Source: an optimization exercise on an open RTL-to-GDS flow (aim: small area and a short achievable clock period). Production flows keep margins and buffers that such runs may drop.
Function was checked by simulation only, so behaviour that the tests miss may differ from the original.
Power is estimated from default activity; no workload was simulated.

Design cpu_top, start of the top module:
module cpu_top (
    input  logic      clk,
    input  logic      rst_n,
    output logic      inst_sram_en,
    output cpu_pkg::word_t     inst_sram_addr,
    input cpu_pkg::word_t     inst_sram_rdata,
    output cpu_pkg::word_t     debug_wb_pc,
    output logic [3:0] debug_wb_rf_we,
    output cpu_pkg::reg_addr_t debug_wb_rf_wnum,
    output cpu_pkg::word_t     debug_wb_rf_wdata);
    logic               rd_valid;
    cpu_pkg::reg_addr_t rf_raddr1;
    cpu_pkg::reg_addr_t rf_raddr2;
    cpu_pkg::word_t     rf_rdata1;
    cpu_pkg::word_t     rf_rdata2;
    logic               ex_wr;
    cpu_pkg::reg_addr_t ex_rd;
    cpu_pkg::word_t     ex_a;
    cpu_pkg::word_t     ex_bx;
    logic               ex_cin;
    logic               ex_h00;
    logic               ex_h01;
    logic               ex_h11;
    logic               ex_l01;
    logic               ex_l11;
    logic               ex_slt;
    logic               ex_sltu;
    cpu_pkg::word_t     a_other;
    cpu_pkg::word_t     b_other;
    logic               d_fwd1_j;
    logic               d_fwd1_k;
    logic               d_sub;
    cpu_pkg::word_t     a_next;
    cpu_pkg::word_t     b_next;
    cpu_pkg::word_t     alu_res;
    logic               wb_wr;
    cpu_pkg::reg_addr_t wb_rd;
    cpu_pkg::word_t     wb_res;
    cpu_pkg::word_t     wb_pc;
    fetch_stage i_fetch (
        .clk            (clk),
        .rst_n          (rst_n),
        .inst_sram_en   (inst_sram_en),
        .inst_sram_addr (inst_sram_addr),
  ...
Size: roughly 1300 flip-flops, ~55000 um^2 of cells after synthesis.
==> module alu, before the edit <==
module alu (
    input  cpu_pkg::word_t a,
    input  cpu_pkg::word_t bx,
    input  logic  cin,
    input  logic  h00,
    input  logic  h01,
    input  logic  h11,
    input  logic  l01,
    input  logic  l11,
    input  logic  slt,
    input  logic  sltu,
    input  cpu_pkg::word_t a_other,
    input  cpu_pkg::word_t b_other,
    input  logic  fwd_j,
    input  logic  fwd_k,
    input  logic  next_sub,
    output cpu_pkg::word_t res,
    output cpu_pkg::word_t a_next,
    output cpu_pkg::word_t b_next);
    localparam int W = 32;
    localparam int L = $clog2(W);
    cpu_pkg::word_t g;
    cpu_pkg::word_t t;
    cpu_pkg::word_t hi;
    cpu_pkg::word_t lo;
    cpu_pkg::word_t vh;
    cpu_pkg::word_t vl;
    cpu_pkg::word_t c;
    logic [W-1:0] pg [L+1];
    logic [W-1:0] pt [L+1];
    logic m0;
    assign g = a & bx;
    assign t = a | bx;
    for (genvar i = 0; i < W; i++) begin : g_val
        assign hi[i] = t[i] ? (g[i] ? h11 : h01) : h00;
        assign lo[i] = t[i] ? (g[i] ? l11 : l01) : 1'b0;
    end
    assign pg[0] = {g[W-1:1], g[0] | (t[0] & cin)};
    assign pt[0] = t;
    for (genvar l = 0; l < L; l++) begin : g_lvl
        for (genvar i = 0; i < W; i++) begin : g_bit
            if ((i >> l) % 2 == 1) begin : g_op
                assign pg[l+1][i] = pg[l][i] | (pt[l][i] & pg[l][((i >> l) << l) - 1]);
                assign pt[l+1][i] = pt[l][i] & pt[l][((i >> l) << l) - 1];
            end else begin : g_pass
                assign pg[l+1][i] = pg[l][i];
                assign pt[l+1][i] = pt[l][i];
            end
        end
    end
    assign m0    = cin ? hi[0] : lo[0];
    assign vh    = {hi[W-1:1], m0 | (slt & g[W-1])};
    assign vl    = {lo[W-1:1], m0 | sltu | (slt & t[W-1])};
    assign c     = {pg[L][W-2:0], pg[L][W-1]};
    for (genvar i = 0; i < W; i++) begin : g_out
        assign res[i]    = c[i] ? vh[i] : vl[i];
        assign a_next[i] = c[i] ? (fwd_j ? vh[i] : a_other[i])
                                : (fwd_j ? vl[i] : a_other[i]);
        assign b_next[i] = c[i] ? ((fwd_k ? vh[i] : b_other[i]) ^ next_sub)
                                : ((fwd_k ? vl[i] : b_other[i]) ^ next_sub);
    end
endmodule
==> flow/config.mk <==
export PLATFORM = sky130hd
export DESIGN_NAME = cpu_top
export DESIGN_NICKNAME = cpu_top
export VERILOG_FILES = /design/flow/design.v
export SDC_FILE = /design/flow/constraint.sdc
export NUM_CORES = 4
export LEC_CHECK = 0
export CAP_MARGIN = 20
export CORE_MARGIN = 2
export CORE_UTILIZATION = 45
export CTS_CLUSTER_DIAMETER = 100
export CTS_CLUSTER_SIZE = 24
export SETUP_SLACK_MARGIN = 2.4
export SLEW_MARGIN = 20
==> flow/constraint.sdc <==
create_clock -name core_clock -period 5.0 [get_ports {clk}]
set_input_delay 1.0000 -clock core_clock [delete_from_list [all_inputs] [get_ports {clk}]]
set_output_delay 1.0000 -clock core_clock [all_outputs]
set_load 0.01 [all_outputs]
run.sh (not shown) runs the stock make flow with config.mk's settings and CLKGATE_MAP_FILE= SYNTH_SCRIPT=/design/flow/synth_recipe.tcl, a recipe that flattens the netlist after the stock synthesis.
Next try:
--- a/flow/design.v
+++ b/flow/design.v
@@ -239,9 +239,9 @@
     assign pt[0] = t;
     for (genvar l = 0; l < L; l++) begin : g_lvl
         for (genvar i = 0; i < W; i++) begin : g_bit
-            if ((i >> l) % 2 == 1) begin : g_op
-                assign pg[l+1][i] = pg[l][i] | (pt[l][i] & pg[l][((i >> l) << l) - 1]);
-                assign pt[l+1][i] = pt[l][i] & pt[l][((i >> l) << l) - 1];
+            if (i >= (1 << l)) begin : g_op
+                assign pg[l+1][i] = pg[l][i] | (pt[l][i] & pg[l][i - (1 << l)]);
+                assign pt[l+1][i] = pt[l][i] & pt[l][i - (1 << l)];
             end else begin : g_pass
                 assign pg[l+1][i] = pg[l][i];
                 assign pt[l+1][i] = pt[l][i];
=>
- The new run completed with no timing, DRC or antenna violations
- maximum frequency drops by 6.5%
- global-route usage climbs by 1.7 points
- total power drops by 0.31%
- critical path depth climbs by 1
- worst setup slack got worse by 0.20 ns
- synthesized area drops by 0.39%
- clock power drops by about 2%
- cell area climbs by 1.7%

what the ideal ports hide:
The flow's constraints put no driver on any port. The routed layouts listed below were extracted and timed again, unchanged, in two steps. Step 1 (the two cells are an assumption about what drives the block):
set clk [get_ports {clk}]
set_driving_cell -lib_cell sky130_fd_sc_hd__clkbuf_16 $clk
set_driving_cell -lib_cell sky130_fd_sc_hd__buf_2 [delete_from_list [all_inputs] $clk]
Step 2 adds t to the input delays and takes it off the output delays; t is the mean of the earliest and latest rising clock arrival at the registers after step 1. Input paths then give back, and output paths get back, about the clock's delay inside the block. Three values: ideal ports, drivers, drivers and shift; two values: the first two.
run	t (ns)	slack for setup (ns)	worst setup path at the end	latest minus earliest clock arrival (ns)
the first run	0.832	2.209 / 2.259 / 1.428	input to register	0.049 / 0.049
the second run	0.831	2.013 / 2.013 / 1.324	input to register	0.065 / 0.066
After both steps setup and hold are still met in every run listed. For the first run, which loses most, drivers alone change the setup slack by +0.050 ns; drivers and shift together by -0.781 ns.
